This design comes from an exercise in tuning for small area, a short achievable clock period and few clock cycles per item on the open sky130 flow, not from production work. In this exercise RTL edits were held to simulation tests only and were not proved equivalent to the original. Power figures rest on the tool's default switching activity, not on a simulated workload.

## run 1
## arcball_rotation_quaternion_unit
module arcball_rotation_quaternion_unit #(
  parameter int COORD_BITS = 12,
  parameter int FRAC_BITS  = 16
) (
  input  logic                   clk,
  input  logic                   rst,
  input  logic                   cfg_we,
  input  logic [CFG_INDEX_W-1:0] cfg_index,
  input  logic [CFG_DATA_W-1:0]  cfg_data,
  input  logic                   pointer_valid,
  output logic                   pointer_ready,
  input  logic                   pointer_action,
  input  logic [COORD_BITS-1:0]  pointer_x,
  input  logic [COORD_BITS-1:0]  pointer_y,
  output logic                   rotation_valid,
  input  logic                   rotation_ready,
  output logic [FRAC_BITS+1:0]   rot_x,
  output logic [FRAC_BITS+1:0]   rot_y,
  output logic [FRAC_BITS+1:0]   rot_z,
  output logic [FRAC_BITS+1:0]   rot_w
);
For scale: ~140 I/O pins, ~0.046 mm² of cells after synthesis.
Settings: LEC_CHECK=0, CAP_MARGIN=20, CORE_MARGIN=2, CORE_UTILIZATION=55, SLEW_MARGIN=20; clock period 12.5 ns.
standard.sh (not shown) runs the stock make flow with config.mk's settings and CLKGATE_MAP_FILE= SYNTH_SCRIPT=/design/flow/synth_recipe.tcl, a recipe that flattens the netlist after the stock synthesis.
==> flow/flow/run.sh <==
#!/bin/bash
set -euo pipefail
export SETUP_SLACK_MARGIN=7.5
bash standard.sh finish > run_standard.log 2>&1
Testbench counts of run 1, summed over its fixed seeds: cycles 36,607, items 2,880.
--- input diff run 1..run 2 ---
- CTS_BUF_LIST: unset -> sky130_fd_sc_hd__clkbuf_4 sky130_fd_sc_hd__clkbuf_8
- CTS_CLUSTER_SIZE: unset -> 16
==> flow/flow/run.sh <==
#!/bin/bash
set -euo pipefail
export SETUP_SLACK_MARGIN=6.5
bash standard.sh finish > run_standard.log 2>&1
[summary]
Comparing run 2 against run 1, there is no change at all in final-report max-slew violation count.
[run 2] maximum fanout encountered on the critical timing path rose 12 relative to run 1
Relative to run 1, setup slack has decreased by 0.37 ns in run 2.
Taking run 1 as the reference point, the critical path's largest stage delay of run 2 falls by 0.48 ns.
Taking run 2 over run 1, the net load switching power ratio works out to 0.938.
Between run 1 and run 2, the difference in hold path depth is negligible.
Run 2 vs. run 1: total met3 wirelength after detailed routing moved down; clock-pin slew on the worst setup and hold paths flat; total track usage lower; reported clock group power essentially unchanged.
[inputs] run 3 vs run 2
- CORE_UTILIZATION changed from 55 to 40
- CTS_BUF_LIST removed (was sky130_fd_sc_hd__clkbuf_4 sky130_fd_sc_hd__clkbuf_8)
- CTS_CLUSTER_SIZE removed (was 16)
==> flow/flow/run.sh <==
#!/bin/bash
set -euo pipefail
export SETUP_SLACK_MARGIN=6
bash standard.sh finish > run_standard.log 2>&1
- The run showing the smaller area taken by multi-input logic gates is run 3.
- Diff run 2 -> run 3: layout clock buffer count lost 75; net count reported at finish fell 1.1%; number of non-clock buffers fell by 12%; design area did not really move.
- Compared to run 2, the routing of run 3 uses less wire.
- Looking at library cell contributing the largest single delay on the critical path, the sky130_fd_sc_hd__fa_1 result is from run 2; the sky130_fd_sc_hd__xor2_1 one comes from run 3.
> inputs changed (run 3 -> run 4)
- changing CORE_UTILIZATION from 40 to 55
==> flow/flow/run.sh <==
#!/bin/bash
set -euo pipefail
export SETUP_SLACK_MARGIN=7
bash standard.sh finish > run_standard.log 2>&1
Notes after the runs:
- Run 4: full flow OK, the timing, DRC and antenna checks passed
- Comparing run 3 against run 4, there is no change at all in fraction of the mapped netlist area in adder cells.
- Share of cells above drive strength 1: run 4 > run 3
- Note that the total of fill cells in the finished design recorded for run 4 amounts to 0.66 times the value seen in run 3.
- Relative to run 3, the non-clock buffer count measured on run 4 has increased by more than a quarter.
- For area enclosed by the die boundary, dividing the value from run 4 by the value from run 3 gives 0.73.
- Global-route wire length before repair went down slightly going from run 3 to run 4.
- A cell type of the slowest stage on the worst timing path of sky130_fd_sc_hd__xor2_1 is what run 3 shows, while sky130_fd_sc_hd__a222oi_1 belongs to run 4.

* * *

Starting RTL as in the previous note.
export LEC_CHECK = 0
export CAP_MARGIN = 20
export CORE_MARGIN = 2
export CORE_UTILIZATION = 55
export SLEW_MARGIN = 20
create_clock -name core_clock -period 12.5 [get_ports {clk}]
==> flow/flow/run.sh <==
#!/bin/bash
set -euo pipefail
export SETUP_SLACK_MARGIN=6.5
bash standard.sh finish > run_standard.log 2>&1
Testbench counts at the start, summed over its fixed seeds: cycles 36,607, items 2,880.
Change:
==> flow/flow/run.sh (replaced) <==
#!/bin/bash
set -euo pipefail
export SETUP_SLACK_MARGIN=7
bash standard.sh finish > run_standard.log 2>&1
- CORE_UTILIZATION: 55 -> 60
Result:
- wire length hardly moves
- maximum frequency climbs by a few percent
- total power hardly moves
- final cell count increases slightly
- setup slack improves by 0.25 ns
- utilization went up by 7.4 points
- clock power came out lower by a little under a tenth
Change:
==> flow/flow/run.sh (replaced) <==
#!/bin/bash
set -euo pipefail
export SETUP_SLACK_MARGIN=6.5
bash standard.sh finish > run_standard.log 2>&1
- CORE_UTILIZATION: 60 -> 65
The changed run ran to the end with no violations.
Critical path depth does not change.
Worst hold slack gains 0.0080 ns.
Global-route usage went up by 2.1 points.
Synthesized cell count is unchanged.
Combinational power shrinks by 3.5%.
Flip-flop and latch count does not change.

==> re-timing with driven ports <==
How much do the figures lean on ideal ports? The routed layouts below were timed once more, with nothing changed but the port constraints.
Step 1: set_driving_cell puts a clkbuf_16 on clk and a buf_2 on each other input, an assumption about the parent block.
Step 2 adds t to the input delays and takes it off the output delays; t is the mean of the earliest and latest rising clock arrival at the registers after step 1. Input paths then give back, and output paths get back, about the clock's delay inside the block.
a / b / c = ideal ports / drivers / drivers and shift; a / b = the first two.
| run | shift t [ns] | slack for setup (ns) | worst setup path after step 2 | slew at the worst register clock pin (ns) |
|---|---|---|---|---|
| run 1 | 0.718 | 6.986 / 6.986 / 6.981 | input to register | 0.07 / 0.07 |
| run 2 | 0.811 | 6.621 / 6.621 / 6.621 | register to register | 0.07 / 0.07 |
| run 3 | 0.729 | 6.115 / 6.115 / 6.115 | register to register | 0.07 / 0.07 |
| run 4 | 0.722 | 7.046 / 7.046 / 6.767 | input to register | 0.07 / 0.07 |
| the first run of note 2 | 0.715 | 6.650 / 6.650 / 6.650 | register to register | 0.07 / 0.07 |
| the second run of note 2 | 0.694 | 6.896 / 6.896 / 6.896 | register to register | 0.07 / 0.07 |
| the third run of note 2 | 0.690 | 6.559 / 6.559 / 6.559 | register to register | 0.07 / 0.07 |
After both steps setup and hold are still met in every run listed. For run 4, which loses most, drivers alone change the setup slack by 0.000 ns; drivers and shift together by -0.279 ns.
